From an optimization exercise on the open Yosys and OpenROAD flow, aimed at small area, a short achievable clock period and few clock cycles; shortcuts taken in it are not production practice.
The RTL was checked by simulation tests, not by an equivalence proof against the original design.
No activity file was given, so power comes from the tool's default toggle rates.

==> flow/design.v, too long to show whole: its modules and the start of the top module <==
// module matmul_ctrl: 102 lines
// module matmul_addr_gen: 13 lines
// module matmul_mac: 1990 lines
// module matmul_top: 59 lines
module matmul_top (
	input  logic                   clk,
	input  logic                   reset_n,
	input  logic                   dut_valid,
	output logic                   dut_ready,
	output matmul_pkg::sram_addr_t input_read_address,
	input  matmul_pkg::sram_data_t input_read_data,
	output matmul_pkg::sram_addr_t weight_read_address,
	input  matmul_pkg::sram_data_t weight_read_data,
	output logic                   result_write_enable,
	output matmul_pkg::sram_addr_t result_write_address,
	output matmul_pkg::sram_data_t result_write_data
);
  // ...
==> flow/flow/run.sh <==
#!/bin/bash
set -euo pipefail
MARGIN=${MARGIN:-8.0}
bash standard.sh SETUP_SLACK_MARGIN=$MARGIN \
  "BUFFER_PORTS_ARGS=-buffer_cell sky130_fd_sc_hd__buf_4" finish > standard.log 2>&1
==> flow/standard.sh <==
#!/bin/bash
# synth_recipe.tcl (not shown) runs the flow's synth.tcl, then flattens the netlist and writes it again
# the make line also repeats each setting of config.mk as NAME=value (left out here)
make -C /OpenROAD-flow-scripts/flow DESIGN_CONFIG=/design/flow/config.mk WORK_HOME=/design/flow/orfs CLKGATE_MAP_FILE= SYNTH_SCRIPT=/design/flow/synth_recipe.tcl "${@:-finish}"
==> flow/config.mk <==
export PLATFORM = sky130hd
export DESIGN_NAME = matmul_top
export DESIGN_NICKNAME = matmul_top
export VERILOG_FILES = /design/flow/design.v
export SDC_FILE = /design/flow/constraint.sdc
export NUM_CORES = 4
export LEC_CHECK = 0
export CAP_MARGIN = 20
export CORE_MARGIN = 2
export CORE_UTILIZATION = 40
export SLEW_MARGIN = 20
==> flow/constraint.sdc <==
create_clock -name core_clock -period 12.0 [get_ports {clk}]
set_input_delay 2.4000 -clock core_clock [delete_from_list [all_inputs] [get_ports {clk}]]
set_output_delay 2.4000 -clock core_clock [all_outputs]
set_load 0.01 [all_outputs]
==> notes.md, run 1 <==
Placed design
OpenSTA, run right after detailed placement, puts the worst setup slack at 8.24 ns. Detailed placement finished with a half-perimeter wire length of slightly above 50 mm.

Timing
The upper clock frequency limit is between 200 and 300 MHz. The clock skew after layout is approximately 0.019 ns. The clock period could shrink to between 3 and 4 ns.

Finish
Leaving out the clock tree, the finished layout contains a buffer count of 170. Multi-input logic gates represent a cell area share of 0.524. Of the cells placed in the final design, the portion with a size suffix greater than 1 is 0.101. The sequential portion of the cell area is 0.319.

Worst setup path
The critical-path cell with the highest stage delay is dfxtp_1. The capture instance of the worst register-to-register path is u_mac.cut_q[102]$_DFF_P_. The critical path launch point is u_mac.two_q[0]$_DFF_P_. The cell that appears most often on the critical path is fa_1. The startpoint of the lowest-slack register-to-register path is u_mac.two_q[0]$_DFF_P_. At the worst endpoint, the arrival time is 4.23 ns.

Clock network
The root buffer cell is clkbuf_16. The number of resized instances in the post-cts repair step is 0. The clock insertion delay at the later pin of the skew report is just over 0.6 ns.

Pwr
The internal portion of total power is roughly 4.7 mW. For this design the static power due to leakage is approximately 12 nW.

Detailed routing
In this run, the number of DRC markers left after iteration 0 of detailed routing was 1576. Signal routing reaches up to met5.

Outcome
The run finished with no timing, DRC or antenna violations.

Global route
The global-route wire length before repair is approximately 110 mm.

Floorplan
The floorplan step set the die height to between 200 and 300 µm. In this run the count of I/O pins placed on the die edge is 149.

Yosys
By area the synthesized netlist is led by dfxtp_1, fa_1, a22oi_1. The count of yosys warnings during synthesis is 4. The dominant cell type by area after synthesis is dfxtp_1.

Counting distinct cell types in the post-synthesis netlist gives between 60 and 70.
Testbench counts, summed over its fixed seeds: cycles 30,328.
==> run 2, diff against run 1 <==
==> flow/flow/run.sh (replaced) <==
#!/bin/bash
set -euo pipefail
MARGIN=${MARGIN:-8.6}
bash standard.sh SETUP_SLACK_MARGIN=$MARGIN \
  "BUFFER_PORTS_ARGS=-buffer_cell sky130_fd_sc_hd__buf_2" finish > standard.log 2>&1
--- a/flow/config.mk
+++ b/flow/config.mk
@@ -9,3 +9,3 @@
 export CORE_MARGIN = 2
-export CORE_UTILIZATION = 40
+export CORE_UTILIZATION = 55
 export SLEW_MARGIN = 20
==> run 2 against run 1 <==
- maximum frequency increased by 8.3%
- still clean on timing, DRC and antenna
- critical path depth down 8
- largest power group unchanged
- via count is 1.2% higher
- synthesized cell count unchanged
- worst hold slack lost 0.015 ns
==> notes.md, run 2 <==
Global route
Entering global routing, the biggest net connects 90 pins. The overflow left after global routing is 0. The global-route wire length before repair is 106 mm (-2.7%).

The number of global-route vias before repair is 19177. The total global-route track usage is 0.268. The initial antenna violation count is 10.

Worst setup path
The setup path with the least slack is of type flip-flop to output pin. The data arrival at the endpoint of the critical path is 1.07 ns (-3.16 ns). The type of element launching the critical path is a flip-flop. The critical-path maximum fanout is 2. The signal on the critical path passes through buf_6. The data required time of the critical path is 9.60 ns.

The critical-path cell with the highest stage delay is dfxtp_4. The count of buffer and inverter cells on the critical path is 1. STA classifies the critical path endpoint as an output pin. The top cell family by delay on the critical path is flip-flops.

In this design, the stage delay of the slowest critical-path cell is 0.35 ns.

Detailed routing
After detailed routing, the number of vias per cell comes to 5.59. The count of routing violations after the opening detailed-route iteration is 1513 (-4.0%). The routed length per instance is 19.7 µm. The residual antenna-violating net count after detailed routing is 0. The number of vias after detailed routing is between 15000 and 20000.

The final routed wirelength across all metal layers is between 60 and 70 mm. The detailed-route DRC error count is 0. The pre-antenna-repair detailed-routing pass consisted of 8 iterations.

Yosys
Synthesis inferred between 400 and 500 register bits. The net count after synthesis is a little under 3000. The cell area after synthesis is roughly 27000 µm². The post-synthesis instance total is 2589. The number of different library cells in the post-synthesis netlist was 64 (unchanged).

After synthesis, the share of flip-flops with an asynchronous set or reset is 0. Counting instances in the post-synthesis netlist gives the leading cell types as dfxtp_1, a22oi_1, fa_1, xor2_1, xnor2_1. The average instance area after synthesis is approximately 10 µm². Ranked by total cell area, the synthesized netlist is headed by dfxtp_1, fa_1, a22oi_1. The share of synthesized area in the top cell type comes to 0.288.

Among all cell types in the netlist, the one instantiated most often is dfxtp_1. The count of yosys warnings during synthesis came to 4 (unchanged). The most frequently used flop master after synthesis is dfxtp_1. The part of the Yosys area used for sequential elements is 0.359. Counting flops with a built-in enable in the synthesized netlist gives 64. The biggest area contributor in the post-synthesis netlist is dfxtp_1.

Placed design
The count of input and output buffers is ~150. The half-perimeter wire length of the detailed placement result was 48.8 mm (-2.9%). At the end of routability-driven placement, the weighted congestion stood at approximately 0.86.

Timing
Setup violations remaining at the end of the flow were counted as 0. The clock period minus final worst setup slack is 3.47 ns (-0.287 ns). Dividing the final minimum period by the clock period gives 0.289. The hold violation count in the final report was 0.

The normalized max-slew margin is 0.278. The clock skew after layout is 0.0270 ns (+0.00791 ns). Setup repair after global routing could not meet its margin everywhere. The upper clock frequency limit was 288 MHz (+8.3%). The measured slew at the worst slew-check pin is 1.08 ns. The final max-slew violation count is 0.

The final-layout setup total negative slack is 0 ns.

Clock network
The number of clock sinks is ~450. In this run, CTS created clock tree buffers numbering 50. The clock passes through at most 3 buffers.

The clock insertion delay at the later pin of the skew report is 0.60 ns (about the same). TritonCTS built the clock tree. The number of H-tree levels is 2. The number of hold-repair buffers added at the cts stage is 0. The register clock-pin slew on the reported worst setup and hold paths is ~0.060 ns. Clock tree synthesis selected as its root buffer the cell clkbuf_16.

Pwr
The net switching power is roughly 2.9 mW. The clock share of power is 0.205. The proportion of total power due to net switching is 0.385. The power density relative to cell area is 246 nW/µm². The internal portion of total power is 4.63 mW (-0.74%). The register share of total power is 0.309. The highest ir drop seen on vdd is about 0.12 mV. The standby leakage power is 12.6 nW (+1.6%).

The share of total power dissipated in combinational logic is 0.486.

Floorplan
The count of pins on the block boundary was 149 (unchanged). The die covers between 50000 and 60000 µm². The y dimension of the die was 226 µm (-14%). The core region is roughly 49000 µm². The number of rows created at floorplan is 81.

The die boundary width is about 230 µm. The effective utilization at floorplan is 0.554.

Outcome
The flow ran to the end and the layout has no timing, DRC or antenna violations.

Hold path
The worst hold path belongs to the class flip-flop to flip-flop.

Finish
In the layout the commonest cells are dfxtp_1, a22oi_1, fa_1. The final core utilization is 0.627. The register with the most flip-flops in the final layout is u_mac.cut_q.

The relative area change from synthesis to final layout is 13.2%. The library cell used most frequently in the layout, excluding fill and tap cells, is dfxtp_1. The net count reported at finish is around 3100. The number of flip-flops under the largest register name is between 100 and 150. The layout cell share with drive strength beyond 1 is 0.142 (+0.0404).

Job
The total of max-cap violations is 0.
[run 2: layer usage]
| layer | track usage | up-vias | routed length (µm) |
|---|---|---|---|
| met5 | 0 | - | 79 |
| met2 | 0.451 | 606 | 32400 |
| met4 | 0.120 | 12 | 3010 |
| met3 | 0.0386 | 164 | 3380 |
| li1 | - | 8874 | - |
| met1 | 0.343 | 9263 | 27900 |
[run 2: path summary, 6_finish.rpt]
kind,start,to,slack [ns],cells past startpoint
max,u_ctrl.b_ptr[5]$_SDFF_PP0_,weight_read_address[5],8.53,1
min,u_mac.acc[0]$_DFF_P_,u_mac.sum[0]$_DFF_P_,0.34,0
max reg2reg,u_mac.two_q[1]$_DFF_P_,u_mac.cut_q[102]$_DFF_P_,8.66,9
min reg2reg,u_mac.acc[0]$_DFF_P_,u_mac.sum[0]$_DFF_P_,0.34,0
[run 2: final cells by class]
type | instances | area, µm²
well taps | 664 | 831
fillers | 4060 | 18200
inverters | 170 | 638
repair buffers | 215 | 1610
clock inverters | 25 | 245
clock buffers | 67 | 1420
flip-flops and latches | 453 | 9850
diodes | 4 | 10.0
multi-input cells | 1787 | 16000
[run 2: metrics by stage]
step | instance area (µm²) | setup slack, ns | hold WS (ns) | power [mW] | std cells
after floorplan | 27000 | 8.61 | 0.324 | 4.95 | 2589
after global placement | 28100 | 8.30 | 0.345 | 5.87 | 3245
after detailed placement | 28100 | 8.22 | 0.337 | 6.03 | 3245
after CTS | 30400 | 8.49 | 0.346 | 7.63 | 3374
after global routing | 30600 | 8.49 | 0.346 | 8.24 | 3381
final | 30600 | 8.53 | 0.341 | 7.53 | 3385
[run 2: worst register-to-register path, cell delays in order (launching register included)]
cell and delay, ns:
dfxtp_2 0.68, a22oi_1 0.17, xor2_1 0.19, fa_1 0.52, inv_1 0.06, fa_1 0.51
inv_1 0.06, fa_1 0.51, inv_1 0.06, fa_1 0.44
[run 2: cells by family (layout without fill, tap and decap cells)]
logic type / Yosys count / count (layout) / share of synthesized area
DFF: 453 / 453 / 0.359
buffers and inverters: 349 / 477 / 0.0495
other: 0 / 4 / 0
and+or+nand+nor: 495 / 495 / 0.0932
xor gates and xnor gates: 423 / 423 / 0.137
adders and majority gates: 325 / 325 / 0.222
AOI/OAI and AO/OA: 525 / 525 / 0.132
muxes: 19 / 19 / 0.00704
[run 2: what timing repair did]
item	CTS	global route
endpoints found under the setup margin	118	99
resized for setup	127	26
gates cloned	0	0
pin swaps	0	1
setup buffers	37	7
[run 2: power groups by stage]
stage	Sequential, mW	Clock [mW]	Combinational, mW
after global routing	2.37	1.65	4.22
after global placement	2.34	0	3.53
final	2.33	1.54	3.66
after CTS	2.32	1.58	3.73
after detailed placement	2.35	0	3.69
after floorplan	2.25	0	2.70

[separate check: timing with driven ports]
Ports are ideal in the flow. The routed layouts listed here were re-timed in OpenROAD. Step 1 (the two cells are an assumption about what drives the block):
set clk [get_ports {clk}]
set_driving_cell -lib_cell sky130_fd_sc_hd__clkbuf_16 $clk
set_driving_cell -lib_cell sky130_fd_sc_hd__buf_2 [delete_from_list [all_inputs] $clk]
Step 2 adds t to the input delays and takes it off the output delays; t is the mean of the earliest and latest rising clock arrival at the registers after step 1. Input paths then give back, and output paths get back, about the clock's delay inside the block. Slacks: ideal / step 1 / step 2; pairs: ideal / step 1.
run | t, ns | slack for setup (ns) | worst data-port slew with drivers (ns)
run 1 | 0.659 | 8.244 / 8.244 / 8.244 | 0.08
run 2 | 0.647 | 8.531 / 8.470 / 8.662 | 0.10
After both steps setup and hold are still met in every run listed.
